Background: an optimization exercise with open tools, aiming at small area and a short achievable clock period. Do not read the settings as production practice.
In this exercise RTL edits were held to simulation tests only and were not proved equivalent to the original.
Power and IR drop assume default switching activity.

==> flow/design.v <==
module rvv_rt_xrf_wb_buffer #(
   parameter int unsigned NUM_RT = 4,
   parameter int unsigned NUM_WP = 2,
   parameter int unsigned DEPTH  = 8,
   parameter int unsigned XLEN   = 32,
   parameter int unsigned AW     = 5
) (
   input  logic                   clk,
   input  logic                   rst,
   input  logic [NUM_RT-1:0]      rt_valid,
   input  logic [NUM_RT*AW-1:0]   rt_addr,
   input  logic [NUM_RT*XLEN-1:0] rt_data,
   output logic [NUM_RT-1:0]      rt_ready,
   output logic [NUM_WP-1:0]      wp_valid,
   output logic [NUM_WP*AW-1:0]   wp_addr,
   output logic [NUM_WP*XLEN-1:0] wp_data,
   input  logic [NUM_WP-1:0]      wp_ready,
   output logic                   buf_empty,
   output logic                   buf_full
   ,
   output logic [$clog2(DEPTH+1)-1:0] stat_max_occ,
   output logic [31:0]                stat_full_stall
);
   localparam int unsigned EW = 1 + AW + XLEN;    
   logic [7:0][EW-1:0] mem_q;
   logic [7:0]         rd_oh_q, wr_oh_q;          
   logic [7:0]         occ_q;                     
   logic [AW-1:0]      last_q;                    
   logic [3:0]          st;                       
   logic [3:0][AW-1:0]  ad;
   logic [3:0]          same;                     
   logic [3:0][EW-1:0]  ch;
   logic [3:0][1:0]     rank;                     
   logic [3:0]          npush;                    
   logic [AW-1:0]       last_d;
   always_comb begin
      for (int i = 0; i < 4; i++) begin
         ad[i] = rt_addr[i*AW +: AW];
         st[i] = rt_valid[i] & ~occ_q[7-i] & (ad[i] != '0);
      end
      same[0] = (ad[0] == last_q);
      same[1] = st[0] ? (ad[1] == ad[0]) : (ad[1] == last_q);
      same[2] = st[1] ? (ad[2] == ad[1]) : st[0] ? (ad[2] == ad[0]) : (ad[2] == last_q);
      same[3] = st[2] ? (ad[3] == ad[2]) : st[1] ? (ad[3] == ad[1]) :
                st[0] ? (ad[3] == ad[0]) : (ad[3] == last_q);
      last_d  = st[3] ? ad[3] : st[2] ? ad[2] : st[1] ? ad[1] : st[0] ? ad[0] : last_q;
      for (int i = 0; i < 4; i++)
         ch[i] = {same[i], ad[i], rt_data[i*XLEN +: XLEN]};
      rank[0] = 2'd0;
      rank[1] = {1'b0, st[0]};
      rank[2] = {st[0] & st[1], st[0] ^ st[1]};
      rank[3] = 2'(st[0]) + 2'(st[1]) + 2'(st[2]);
      npush[0] = |st;
      npush[1] = (st[0] & st[1]) | (st[0] & st[2]) | (st[0] & st[3]) |
                 (st[1] & st[2]) | (st[1] & st[3]) | (st[2] & st[3]);
      npush[2] = (st[0] & st[1] & st[2]) | (st[0] & st[1] & st[3]) |
                 (st[0] & st[2] & st[3]) | (st[1] & st[2] & st[3]);
      npush[3] = &st;
   end
   logic [3:0]         wr4;                       
   logic [3:0][EW-1:0] lane;
   always_comb begin
      for (int b = 0; b < 4; b++) wr4[b] = wr_oh_q[b] | wr_oh_q[b+4];
      for (int b = 0; b < 4; b++) begin
         lane[b] = '0;
         for (int i = 0; i < 4; i++) begin
            logic hit;
            hit = 1'b0;
            for (int r = 0; r <= i; r++)
               hit = hit | ((rank[i] == 2'(r)) & wr4[(b - r + 4) % 4]);
            if (st[i] && hit) lane[b] = lane[b] | ch[i];
         end
      end
   end
   logic [7:0] we;
   always_comb begin
      for (int e = 0; e < 8; e++) begin
         we[e] = 1'b0;
         for (int k = 0; k < 4; k++)
            we[e] = we[e] | (wr_oh_q[(e - k + 8) % 8] & npush[k]);
      end
   end
   always_ff @(posedge clk) begin
      for (int e = 0; e < 8; e++)
         if (we[e]) mem_q[e] <= lane[e % 4];
   end
   logic [EW-1:0] head0, head1;
   always_comb begin
      head0 = '0;
      head1 = '0;
      for (int e = 0; e < 8; e++) begin
         head0 = head0 | ({EW{rd_oh_q[e]}} & mem_q[e]);
         head1 = head1 | ({EW{rd_oh_q[e]}} & mem_q[(e + 1) % 8]);
      end
   end
   logic [1:0] wpv;
   assign wpv[0] = occ_q[0];
   assign wpv[1] = occ_q[1] & ~head1[EW-1];
   logic pop1, pop2;
   assign pop1 = wpv[0] & wp_ready[0];
   assign pop2 = pop1 & wpv[1] & wp_ready[1];
   logic [7:0] occ_pop, occ_d, rd_oh_d, wr_oh_d;
   always_comb begin
      for (int i = 0; i < 8; i++) begin
         logic a1, a2;
         a1 = (i + 1 < 8) ? occ_q[(i + 1) % 8] : 1'b0;
         a2 = (i + 2 < 8) ? occ_q[(i + 2) % 8] : 1'b0;
         occ_pop[i] = pop2 ? a2 : (pop1 ? a1 : occ_q[i]);
         rd_oh_d[i] = pop2 ? rd_oh_q[(i + 6) % 8] : (pop1 ? rd_oh_q[(i + 7) % 8] : rd_oh_q[i]);
      end
      for (int i = 0; i < 8; i++) begin
         logic v, w;
         v = occ_pop[i];
         w = wr_oh_q[i];
         for (int k = 0; k < 4; k++) begin
            if (npush[k]) begin
               v = (i - k - 1 >= 0) ? occ_pop[(i - k - 1 + 8) % 8] : 1'b1;
               w = wr_oh_q[(i - k - 1 + 8) % 8];
            end
         end
         occ_d[i]   = v;
         wr_oh_d[i] = w;
      end
   end
   always_ff @(posedge clk) begin
      if (rst) begin
         rd_oh_q <= 8'd1;
         wr_oh_q <= 8'd1;
         occ_q   <= '0;
      end else begin
         rd_oh_q <= rd_oh_d;
         wr_oh_q <= wr_oh_d;
         occ_q   <= occ_d;
      end
   end
   always_ff @(posedge clk) begin
      last_q <= last_d;
   end
   always_comb begin
      for (int i = 0; i < 4; i++) rt_ready[i] = ~occ_q[7-i];
   end
   assign wp_valid  = wpv;
   assign wp_addr   = {head1[XLEN +: AW], head0[XLEN +: AW]};
   assign wp_data   = {head1[XLEN-1:0], head0[XLEN-1:0]};
   assign buf_empty = ~occ_q[0];
   assign buf_full  = occ_q[7];
   logic [7:0]  max_occ_q;                        
   logic [31:0] full_stall_q;
   always_ff @(posedge clk) begin
      if (rst) begin
         max_occ_q    <= '0;
         full_stall_q <= '0;
      end else begin
         max_occ_q    <= max_occ_q | occ_d;
         if (occ_q[7] && rt_valid[0] && (full_stall_q != '1))
            full_stall_q <= full_stall_q + 32'd1;
      end
   end
   assign stat_max_occ[3] = max_occ_q[7];
   assign stat_max_occ[2] = max_occ_q[3] & ~max_occ_q[7];
   assign stat_max_occ[1] = (max_occ_q[1] & ~max_occ_q[3]) | (max_occ_q[5] & ~max_occ_q[7]);
   assign stat_max_occ[0] = (max_occ_q[0] & ~max_occ_q[1]) | (max_occ_q[2] & ~max_occ_q[3]) |
                            (max_occ_q[4] & ~max_occ_q[5]) | (max_occ_q[6] & ~max_occ_q[7]);
   assign stat_full_stall = full_stall_q;
endmodule
export LEC_CHECK = 0
export CAP_MARGIN = 20
export CORE_MARGIN = 2
export CORE_UTILIZATION = 60
export SETUP_SLACK_MARGIN = 2.0
export SLEW_MARGIN = 20
create_clock -name core_clock -period 5.5 [get_ports {clk}]
run.sh (not shown) runs the stock make flow with config.mk's settings and CLKGATE_MAP_FILE= SYNTH_SCRIPT=/design/flow/synth_recipe.tcl, a recipe that flattens the netlist after the stock synthesis.
The starting point produced a clean layout.
Next try:
==> flow/flow/run.sh (new file) <==
#!/bin/bash
# Own layout flow: the standard ORFS flow, with the I/O port buffers made from a
# plain buffer cell instead of the one buffer_ports picks by default (a delay cell).
set -euo pipefail
export BUFFER_PORTS_ARGS="-buffer_cell sky130_fd_sc_hd__buf_2"
bash standard.sh "BUFFER_PORTS_ARGS=-buffer_cell sky130_fd_sc_hd__buf_2" finish > flow_standard.log 2>&1
==> flow/standard.sh (new file) <==
#!/bin/bash
# synth_recipe.tcl (not shown) runs the flow's synth.tcl, then flattens the netlist and writes it again
# the make line also repeats each setting of config.mk as NAME=value (left out here)
make -C /OpenROAD-flow-scripts/flow DESIGN_CONFIG=/design/flow/config.mk WORK_HOME=/design/flow/orfs CLKGATE_MAP_FILE= SYNTH_SCRIPT=/design/flow/synth_recipe.tcl "${@:-finish}"
removed: flow/run.sh
Cell area decreases by a little under a tenth.
Wire length fell by a few percent.
Global-route usage decreases by 1.7 points.
Setup slack is better by 62 ps.
Power decreases by a few percent.
Die area is unchanged.
Next try:
==> flow/run.sh (new file) <==
#!/bin/bash
# synth_recipe.tcl (not shown) runs the flow's synth.tcl, then flattens the netlist and writes it again
# the make line also repeats each setting of config.mk as NAME=value (left out here)
make -C /OpenROAD-flow-scripts/flow DESIGN_CONFIG=/design/flow/config.mk WORK_HOME=/design/flow/orfs CLKGATE_MAP_FILE= SYNTH_SCRIPT=/design/flow/synth_recipe.tcl finish
Settings changed: CORE_UTILIZATION 60 to 40, SETUP_SLACK_MARGIN 2.0 to not set.
removed: flow/flow/run.sh
removed: flow/standard.sh
After rerunning:
- sequential cell count does not change
- sequential power hardly moves
- setup slack gets worse by 1000 ps
- design area went up by 5.5%
- register-to-register slack gets worse by 220 ps
- combinational power went up by about 2%
- global-route usage went down by 13 points

---

== job 2333 ==
Another version of the RTL of rvv_rt_xrf_wb_buffer (not shown whole).
Size: roughly 380 flip-flops, roughly 19000 µm² of cells after synthesis.
clock: 5.5 ns
lec_check: 0
cap_margin: 20
core_margin: 2
core_utilization: 45
cts_cluster_diameter: 80
cts_cluster_size: 25
setup_slack_margin: 2.2
slew_margin: 20
standard.sh (not shown) runs the stock make flow with config.mk's settings and CLKGATE_MAP_FILE= SYNTH_SCRIPT=/design/flow/synth_recipe.tcl, a recipe that flattens the netlist after the stock synthesis.
==> flow/flow/run.sh <==
#!/bin/bash
# Own layout flow: the standard ORFS flow, with the I/O port buffers made from a
# plain buffer cell instead of the one buffer_ports picks by default (a delay cell).
set -euo pipefail
export BUFFER_PORTS_ARGS="-buffer_cell sky130_fd_sc_hd__buf_1"
bash standard.sh "BUFFER_PORTS_ARGS=-buffer_cell sky130_fd_sc_hd__buf_1" finish > flow_standard.log 2>&1
[inputs] job 8370 vs job 2333
- SETUP_SLACK_MARGIN: 2.2 -> 2.1
==> summary.txt <==
- Compared with job 2333, job 8370 shows a lower sum of internal, switching and leakage power.
- Compared with job 2333, job 8370 shows met2 routing resource usage after global routing lower by 1.1 points.
- NOTE number of vias after detailed routing job 2333->job 8370 decreased slightly
- Number of buffers other than clock buffers in the final layout sits lower in job 8370 than in job 2333.
- Net switching power of the design shrinks by a few percent when moving from job 2333 to job 8370.
- Job 8370 reports a higher worst hold slack than job 2333 does.
- Job 8370 has less setup slack than job 2333.
Input-level comparison between job 7125 and job 8370:
- SETUP_SLACK_MARGIN now 2.0, was 2.1
Notes after the runs:
- Every run in the comparison, job 7125 and job 8370, completed the flow with a clean layout.
- Diff job 7125..job 8370 | cell count after placement | unchanged
- Diff job 7125 and job 8370: smallest setup slack after layout higher in job 8370
- In the metrics for job 7125 and job 8370, the one carrying the lower first-iteration DRC count is job 7125.
- The final period utilization reported for job 7125 is greater than that of job 8370 by 1.0 points.
- Job 7125: largest net degree at the start of global routing lower than job 8370
- Job 8370 → job 7125: met3 track demand over resource decreased 0.52 points; clock-buffer cell count increased 7.7%; first-pass GRT wire length essentially unchanged.
- On total power, job 8370 loses to job 7125.
- Per the comparison of job 7125 with job 8370, design area decreased by about 2.6% relative to the old numbers, clock network area share went down by 0.23 points.

-- re-timing with driven ports --
The results above use ideal ports. As a check the final layouts listed here were re-extracted and re-timed, cells and wires unchanged. Step 1: set_driving_cell puts a clkbuf_16 on clk and a buf_2 on each other input, an assumption about the parent block. Step 2 adds t to the input delays and takes it off the output delays; t is the mean of the earliest and latest rising clock arrival at the registers after step 1. Input paths then give back, and output paths get back, about the clock's delay inside the block. a / b / c = ideal / step 1 / step 2; a / b = the first two.
run	t (ns)	setup slack, ns	hold WS [ns]
the first run of note 1	0.585	1.928 / 1.908 / 1.378	0.495 / 0.495 / 0.495
the second run of note 1	0.583	1.990 / 1.937 / 1.457	0.491 / 0.491 / 0.491
the third run of note 1	0.624	0.989 / 1.022 / 0.398	0.482 / 0.482 / 0.482
job 2333	0.607	2.094 / 2.116 / 1.510	0.463 / 0.463 / 0.463
job 8370	0.630	2.071 / 2.057 / 1.474	0.472 / 0.472 / 0.472
job 7125	0.607	2.013 / 2.012 / 1.442	0.470 / 0.470 / 0.470
After both steps setup and hold are still met in every run listed. For job 8370, which loses most, drivers alone change the setup slack by -0.014 ns; drivers and shift together by -0.597 ns.
